This is an optimization exercise on Yosys and OpenROAD, whose aim is small area, not a production implementation.
Only simulation tests tie the RTL to the original design; equivalence was not proved.
No activity file was given, so power comes from the tool's default toggle rates.

==> flow/design.v (excerpt) <==
module pe_cell_ctrl
(
	input  logic       clk,
	input  logic       rst_n,
	input  logic       cs_n,
	input  logic       cvalid,
	input  pe_ctrl_pkg::work_mode_e work_mode,
	input  pe_data_pkg::pe_id_t     pe_id,
	input  pe_data_pkg::trunc_t     reg_data_trunc,
	input  pe_data_pkg::bus_byte_t  wdata,
	input  logic       wdata_valid,
	output logic       wdata_busy,
	output logic       pe_busy,
	output pe_data_pkg::bus_byte_t  rdata,
	output logic       rdata_valid,
	output logic       rdata_last,
	input  logic       rdata_busy,
	output pe_data_pkg::row_vec_t   xin,
	output logic       pulse_in,
	output logic       rst_pe_rram,
	input  logic       pim_ready,
	input  pe_data_pkg::col_vec_t   partial_result
);
	logic       st_load, st_run;    
	logic       rd;                 
	logic [5:0] cnt;
	logic [2:0] plane;
	logic       pim_d1, pim_d2, load_d;
	logic       idle, cmd_ok, take, xfer, pim_rise, pim_fall, start, fire, upd, p0, p7, done_p;
	logic       upd_b, upd_n;       
	logic       par;                
	assign idle       = !st_load && !st_run;
	assign cmd_ok     = !cs_n && cvalid && (work_mode[0] ^ work_mode[1]);
	assign wdata_busy = !st_load;
	assign pe_busy    = !idle;
	assign take       = wdata_valid && st_load;
	assign xfer       = rdata_valid && !rdata_busy;
	assign pim_rise   = pim_d1 & ~pim_d2;
	assign pim_fall   = pim_d2 & ~pim_d1;
	assign start      = st_run & ~load_d;
	assign fire       = start | (st_run & pim_fall & (plane != 3'd7));
	assign upd        = st_run & pim_rise;
	assign p0         = (plane == 3'd0);
	assign p7         = (plane == 3'd7);
	assign done_p     = load_d & ~rst_pe_rram & p7;
	assign rdata_valid = st_run && (!cnt[5] || !(cnt[2] || cnt[0]));
	assign rdata_last  = st_run && cnt == 6'd32;
	always_ff @(posedge clk or negedge rst_n) begin
		if (!rst_n) begin
			st_load     <= 1'b0;
			st_run      <= 1'b0;
			pim_d1      <= 1'b0;
			pim_d2      <= 1'b0;
			load_d      <= 1'b0;
			pulse_in    <= 1'b0;
			rst_pe_rram <= 1'b0;
		end else begin
			if (idle) begin
				if (cmd_ok) st_load <= 1'b1;
			end else if (st_load) begin
				if (take && cnt == 6'd35) begin
					st_load <= 1'b0;
					st_run  <= 1'b1;
				end
			end else if (cnt == 6'd33) begin
				st_run <= 1'b0;
			end
			pim_d1      <= pim_ready;
			pim_d2      <= pim_d1;
			load_d      <= st_run;
			pulse_in    <= fire;
			rst_pe_rram <= ~pim_rise;
  ...
==> flow/config.mk <==
export PLATFORM = sky130hd
export DESIGN_NAME = pe_cell_ctrl
export DESIGN_NICKNAME = pe_cell_ctrl
export VERILOG_FILES = /design/flow/design.v
export SDC_FILE = /design/flow/constraint.sdc
export NUM_CORES = 8
export LEC_CHECK = 0
export CAP_MARGIN = 20
export CELL_PAD_IN_SITES_DETAIL_PLACEMENT = 1
export CELL_PAD_IN_SITES_GLOBAL_PLACEMENT = 2
export CORE_AREA = 2 2 718 398
export DIE_AREA = 0 0 720 400
export GPL_TIMING_DRIVEN = 0
export PLACE_DENSITY = 0.4
export SLEW_MARGIN = 20
export SYNTH_HIERARCHICAL = 1
export SYNTH_MINIMUM_KEEP_SIZE = 0
==> flow/constraint.sdc <==
create_clock -name core_clock -period 12.5 [get_ports {clk}]
set_input_delay 2.5000 -clock core_clock [delete_from_list [all_inputs] [get_ports {clk}]]
set_output_delay 2.5000 -clock core_clock [all_outputs]
set_load 0.01 [all_outputs]
standard.sh (not shown) runs the stock make flow with config.mk's settings and CLKGATE_MAP_FILE= SYNTH_SCRIPT=/design/flow/synth_recipe.tcl, a recipe that flattens the netlist after the stock synthesis.
==> flow/flow/run.sh <==
#!/bin/bash
# The standard layout (standard.sh: synthesis to final DEF), with the port
# buffers made of the smallest buffer cell instead of the default choice,
# and no dummy loads in the clock tree.
set -euo pipefail
export BUFFER_PORTS_ARGS="-buffer_cell sky130_fd_sc_hd__buf_1"
export CTS_ARGS="-sink_clustering_enable -repair_clock_nets -dont_use_dummy_load -sink_clustering_size 22 -sink_clustering_max_diameter 100"
bash standard.sh finish > standard.log 2>&1
Then changed:
CELL_PAD_IN_SITES_GLOBAL_PLACEMENT = 1   (was 2)
GPL_TIMING_DRIVEN = unset   (was 0)
PLACE_DENSITY = 0.65   (was 0.4)
=>
- setup slack improved by 1.5 ns
- power decreases by 7.4%
- cell count decreases by 0.63%
- global-route usage stays flat
- clock power stays flat
- via count rose by 3.5%
Then changed:
PLACE_DENSITY = 0.55   (was 0.65)
After rerunning:
- setup slack loses 0.14 ns
- wire length came out lower slightly
- die area is unchanged
- non-clock buffer count came out lower by 5
- utilization hardly moves
- area after synthesis is unchanged
Then changed:
CELL_PAD_IN_SITES_GLOBAL_PLACEMENT = 2   (was 1)
PLACE_DENSITY = 0.4   (was 0.55)
Effect:
- flip-flop and latch count stays the same
- global-route usage goes down by 0.36 points
- utilization hardly moves
- die area stays the same
- clock skew goes up by 0.011 ns
- maximum frequency grows by 2.3%

==> separate check: timing with driven ports <==
Ports are ideal in the flow. The routed layouts listed here were re-timed in OpenROAD.
Step 1 assumes that a clkbuf_16 drives the clock port and a buf_2 every other input.
Step 2 moves the port delays by t, midway between the first and last clock arrival at a register: inputs arrive t later, outputs are due t later. That takes back most of the time a late clock gives input paths.
Slacks: ideal ports / drivers / drivers and shift; pairs: ideal ports / drivers.
| run | shift t [ns] | slack for setup (ns) | worst hold slack (ns) |
|---|---|---|---|
| the first run | 0.736 | 1.768 / 1.690 / 2.425 | 0.295 / 0.295 / 0.295 |
| the second run | 0.769 | 3.272 / 3.183 / 3.319 | 0.289 / 0.289 / 0.289 |
| the third run | 0.768 | 3.129 / 3.001 / 3.001 | 0.323 / 0.323 / 0.323 |
| the fourth run | 0.755 | 3.338 / 3.261 / 3.191 | 0.330 / 0.330 / 0.330 |
After both steps every run listed still meets setup and hold. The setup slack of the fourth run, which loses most, moves by -0.077 ns with the drivers and by -0.147 ns with both steps.
